This design comes from an exercise in tuning for small area, a short achievable clock period and few clock cycles per item on the open sky130 flow, not from production work.
Function was checked by simulation only, so behaviour that the tests miss may differ from the original.

run A:
// muldiv_top
module muldiv_top (
    input  logic                   clk,
    input  logic                   arst_n_i,
    input  logic                   op_valid_i,
    input  muldiv_pkg::muldiv_op_e op_i,
    input  muldiv_pkg::word_t      opnd_a_i,
    input  muldiv_pkg::word_t      opnd_b_i,
    output logic                   stall_o,
    output logic                   rd_valid_o,
    output muldiv_pkg::word_t      rd_data_o,
    output muldiv_pkg::word_t      hi_o,
    output muldiv_pkg::word_t      lo_o
);
Size: about 4800 cells after synthesis, roughly 400 flip-flops, ~170 I/O pins, ~42000 um^2 of cells after synthesis.
clock: 10.0 ns
lec_check: 0
abc_area: 0
cap_margin: 20
core_margin: 2
core_utilization: 40
slew_margin: 20
standard.sh (not shown) runs the stock make flow with config.mk's settings and CLKGATE_MAP_FILE= SYNTH_SCRIPT=/design/flow/synth_recipe.tcl, a recipe that flattens the netlist after the stock synthesis.
==> flow/flow/run.sh <==
#!/bin/bash
# The standard layout with the smallest buffer on the ports, and timing repair
# aimed at 4.7 ns, below the 5 ns that config.mk's SETUP_SLACK_MARGIN reaches.
# Synthesis is the standard one, unchanged.
set -euo pipefail
bash standard.sh synth > synth.log 2>&1
bash standard.sh "BUFFER_PORTS_ARGS=-buffer_cell sky130_fd_sc_hd__buf_1" SETUP_SLACK_MARGIN=5.3 finish > layout.log 2>&1
Testbench counts of run A, summed over its fixed seeds: cycles 6,958, items 4,800.
--- input diff run A..run B ---
# run A
export LEC_CHECK = 0
export ABC_AREA = 0
export CAP_MARGIN = 20
export CORE_MARGIN = 2
export CORE_UTILIZATION = 40
export SLEW_MARGIN = 20
create_clock -name core_clock -period 10.0 [get_ports {clk}]
# run B
export LEC_CHECK = 0
export ABC_AREA = 1
export CAP_MARGIN = 20
export CORE_MARGIN = 2
export CORE_UTILIZATION = 40
export SLEW_MARGIN = 20
create_clock -name core_clock -period 10.0 [get_ports {clk}]
==> flow/flow/run.sh <==
#!/bin/bash
# The standard layout with the smallest buffer on the ports, and timing repair
# aimed a little below the 5 ns that config.mk's SETUP_SLACK_MARGIN reaches.
# Synthesis is the standard one, unchanged.
set -euo pipefail
bash standard.sh synth > synth.log 2>&1
bash standard.sh "BUFFER_PORTS_ARGS=-buffer_cell sky130_fd_sc_hd__buf_1" SETUP_SLACK_MARGIN=5.15 finish > layout.log 2>&1
==> comparison <==
- Run B vs. run A: sequential share of cell area shows an increase of 0.34 points; number of clock buffers inserted by TritonCTS shows a reduction of about 2%; sequential cell count shows no meaningful change; cell total after placement shows an increase of about 9%; count of non-CTS inverters in the layout shows an increase of 378.
- Comparing the two runs side by side, run B comes out behind run A on vias after detailed routing.
- Number of fillers in the final layout (run B over run A): increase, 67
- Cell count: run B higher than run A
- Fraction of met1 tracks used by global routing in run B is 0.40 points above run A.
- Run B: no failed stages, no open violations at the end
The following lists how run C was set up differently from run B:
-- flow/flow/run.sh --
<<< run B, line 6
bash standard.sh synth > synth.log 2>&1
bash standard.sh "BUFFER_PORTS_ARGS=-buffer_cell sky130_fd_sc_hd__buf_1" SETUP_SLACK_MARGIN=5.15 finish > layout.log 2>&1
>>> run C, line 6
bash standard.sh synth > synth.log 2>&1
bash standard.sh "BUFFER_PORTS_ARGS=-buffer_cell sky130_fd_sc_hd__buf_1" SETUP_SLACK_MARGIN=5.3 finish > layout.log 2>&1
Notes after the runs:
[compare] base=run B new=run C: maximum achievable frequency shows an increase of 2.1%, number of buffer and inverter instances along the worst setup path fell by 1, number of antenna violations at the first check in global routing rose 3. Run B and run C ended up with roughly the same final HPWL from detailed placement. Compared with run B, run C shows a lower share of the clock period used by the worst path after layout. Cell area after layout (run C over run B): increase, 480 um^2. On run C: delay of the slowest cell on the worst path is 0.04 ns higher than what run B gave.

---

muldiv_top again, from the RTL that the note above started with.
## muldiv_top
module muldiv_top (
    input  logic                   clk,
    input  logic                   arst_n_i,
    input  logic                   op_valid_i,
    input  muldiv_pkg::muldiv_op_e op_i,
    input  muldiv_pkg::word_t      opnd_a_i,
    input  muldiv_pkg::word_t      opnd_b_i,
    output logic                   stall_o,
    output logic                   rd_valid_o,
    output muldiv_pkg::word_t      rd_data_o,
    output muldiv_pkg::word_t      hi_o,
    output muldiv_pkg::word_t      lo_o
);
==> flow/config.mk <==
export PLATFORM = sky130hd
export DESIGN_NAME = muldiv_top
export DESIGN_NICKNAME = muldiv_top
export VERILOG_FILES = /design/flow/design.v
export SDC_FILE = /design/flow/constraint.sdc
export NUM_CORES = 4
export LEC_CHECK = 0
export ABC_AREA = 1
export CAP_MARGIN = 20
export CORE_MARGIN = 2
export CORE_UTILIZATION = 40
export CTS_BUF_LIST = sky130_fd_sc_hd__clkbuf_8
export CTS_CLUSTER_SIZE = 30
export SETUP_SLACK_MARGIN = 5
export SLEW_MARGIN = 20
==> flow/constraint.sdc <==
create_clock -name core_clock -period 10.0 [get_ports {clk}]
set_input_delay 2.0000 -clock core_clock [delete_from_list [all_inputs] [get_ports {clk}]]
set_output_delay 2.0000 -clock core_clock [all_outputs]
set_load 0.01 [all_outputs]
==> flow/flow/run.sh <==
#!/bin/bash
# The standard layout, with the smallest buffer on the ports. Synthesis is
# the standard one, unchanged.
set -euo pipefail
bash standard.sh synth > synth.log 2>&1
bash standard.sh "BUFFER_PORTS_ARGS=-buffer_cell sky130_fd_sc_hd__buf_1" finish > layout.log 2>&1
The starting point completed without violations.
Testbench counts at the start, summed over its fixed seeds: cycles 6,958, items 4,800.
==> next run, changes <==
==> flow/flow/run.sh (replaced) <==
#!/bin/bash
# The standard layout with the smallest buffer on the ports, and timing repair
# aimed a little below the 5 ns that config.mk's SETUP_SLACK_MARGIN reaches.
# Synthesis is the standard one, unchanged.
set -euo pipefail
bash standard.sh synth > synth.log 2>&1
bash standard.sh "BUFFER_PORTS_ARGS=-buffer_cell sky130_fd_sc_hd__buf_1" SETUP_SLACK_MARGIN=5.45 finish > layout.log 2>&1
--- a/flow/config.mk
+++ b/flow/config.mk
@@ -11,5 +11,2 @@
 export CORE_UTILIZATION = 40
-export CTS_BUF_LIST = sky130_fd_sc_hd__clkbuf_8
-export CTS_CLUSTER_SIZE = 30
-export SETUP_SLACK_MARGIN = 5
 export SLEW_MARGIN = 20
After rerunning:
- The changed run went through all stages and came out clean
- register-to-register slack is better by 0.33 ns
- cell area rose by about 3.7%
- worst setup slack is better by 0.41 ns
- fmax climbs by 9.1%
- count of clock-buffer cells in the layout fell by 18
- synthesized cell count does not change
- sequential share of layout area shrinks by 0.67 points
- utilization rose by 1.6 points

---

## the baseline
muldiv_top, a different RTL version from the one above (not shown whole).
Size: roughly 5500 cells after synthesis, about 400 flip-flops, about 42000 sq um of cells after synthesis.
==> flow/config.mk <==
export PLATFORM = sky130hd
export DESIGN_NAME = muldiv_top
export DESIGN_NICKNAME = muldiv_top
export VERILOG_FILES = /design/flow/design.v
export SDC_FILE = /design/flow/constraint.sdc
export NUM_CORES = 4
export LEC_CHECK = 0
export ABC_AREA = 1
export CAP_MARGIN = 20
export CORE_MARGIN = 2
export CORE_UTILIZATION = 40
export SLEW_MARGIN = 20
==> flow/constraint.sdc <==
create_clock -name core_clock -period 10.0 [get_ports {clk}]
set_input_delay 2.0000 -clock core_clock [delete_from_list [all_inputs] [get_ports {clk}]]
set_output_delay 2.0000 -clock core_clock [all_outputs]
set_load 0.01 [all_outputs]
==> flow/flow/run.sh <==
#!/bin/bash
set -euo pipefail
MARGIN=5.6
bash standard.sh synth > synth.log 2>&1
bash standard.sh SETUP_SLACK_MARGIN=$MARGIN finish > layout.log 2>&1
Testbench counts of the baseline, summed over its fixed seeds: cycles 7,221, items 4,800.
Relative to the baseline, the following input files were edited for the candidate:
==> flow/run.sh (new file) <==
#!/bin/bash
# synth_recipe.tcl (not shown) runs the flow's synth.tcl, then flattens the netlist and writes it again
# the make line also repeats each setting of config.mk as NAME=value (left out here)
make -C /OpenROAD-flow-scripts/flow DESIGN_CONFIG=/design/flow/config.mk WORK_HOME=/design/flow/orfs CLKGATE_MAP_FILE= SYNTH_SCRIPT=/design/flow/synth_recipe.tcl finish
--- a/flow/config.mk
+++ b/flow/config.mk
@@ -7,6 +7,8 @@
 export LEC_CHECK = 0
 export ABC_AREA = 1
-export CAP_MARGIN = 20
+export CAP_MARGIN = 5
 export CORE_MARGIN = 2
-export CORE_UTILIZATION = 40
-export SLEW_MARGIN = 20
+export CORE_UTILIZATION = 55
+export CTS_BUF_LIST = sky130_fd_sc_hd__clkbuf_4 sky130_fd_sc_hd__clkbuf_8
+export SETUP_SLACK_MARGIN = 5
+export SLEW_MARGIN = 5
removed: flow/flow/run.sh
removed: flow/standard.sh
==> comparison <==
[compare] base=the baseline new=the candidate: overall die width dropped about 15%, global-route wire length before repair decreased 6.1%. Run comparison: the candidate critical path capture point rd_data_o[3]; the baseline critical path capture point u_div.rem_q[22]. On sequential cell area, the candidate tracks the baseline almost exactly.

==> re-timing with driven ports <==
How much do the figures lean on ideal ports? The routed layouts below were timed once more, with nothing changed but the port constraints.
Step 1: set_driving_cell puts a clkbuf_16 on clk and a buf_2 on each other input, an assumption about the parent block.
Step 2 moves the port delays by t, midway between the first and last clock arrival at a register: inputs arrive t later, outputs are due t later. That takes back most of the time a late clock gives input paths.
Slacks: no drivers / after step 1 / after step 2; pairs: no drivers / after step 1.
| run | shift t [ns] | slack for setup (ns) | worst hold slack (ns) | worst setup path after step 2 | worst data-port slew with drivers (ns) |
|---|---|---|---|---|---|
| run A | 0.685 | 5.296 / 5.296 / 4.697 | 0.462 / 0.462 / 0.462 | input to register | 0.09 |
| run B | 0.665 | 5.246 / 5.177 / 4.755 | 0.476 / 0.476 / 0.476 | input to register | 0.09 |
| run C | 0.669 | 5.342 / 5.274 / 4.842 | 0.471 / 0.471 / 0.471 | input to register | 0.18 |
| the first run of note 2 | 0.769 | 5.061 / 4.989 / 4.420 | 0.448 / 0.448 / 0.448 | input to register | 0.09 |
| the second run of note 2 | 0.676 | 5.474 / 5.474 / 4.939 | 0.456 / 0.456 / 0.456 | input to register | 0.16 |
| the baseline | 0.716 | 5.333 / 5.333 / 4.970 | 0.450 / 0.450 / 0.450 | input to register | 0.07 |
| the candidate | 0.765 | 5.141 / 5.075 / 4.443 | 0.476 / 0.476 / 0.476 | input to register | 0.06 |
After both steps setup and hold are still met in every run listed. The setup slack of the candidate, which loses most, moves by -0.066 ns with the drivers and by -0.698 ns with both steps.
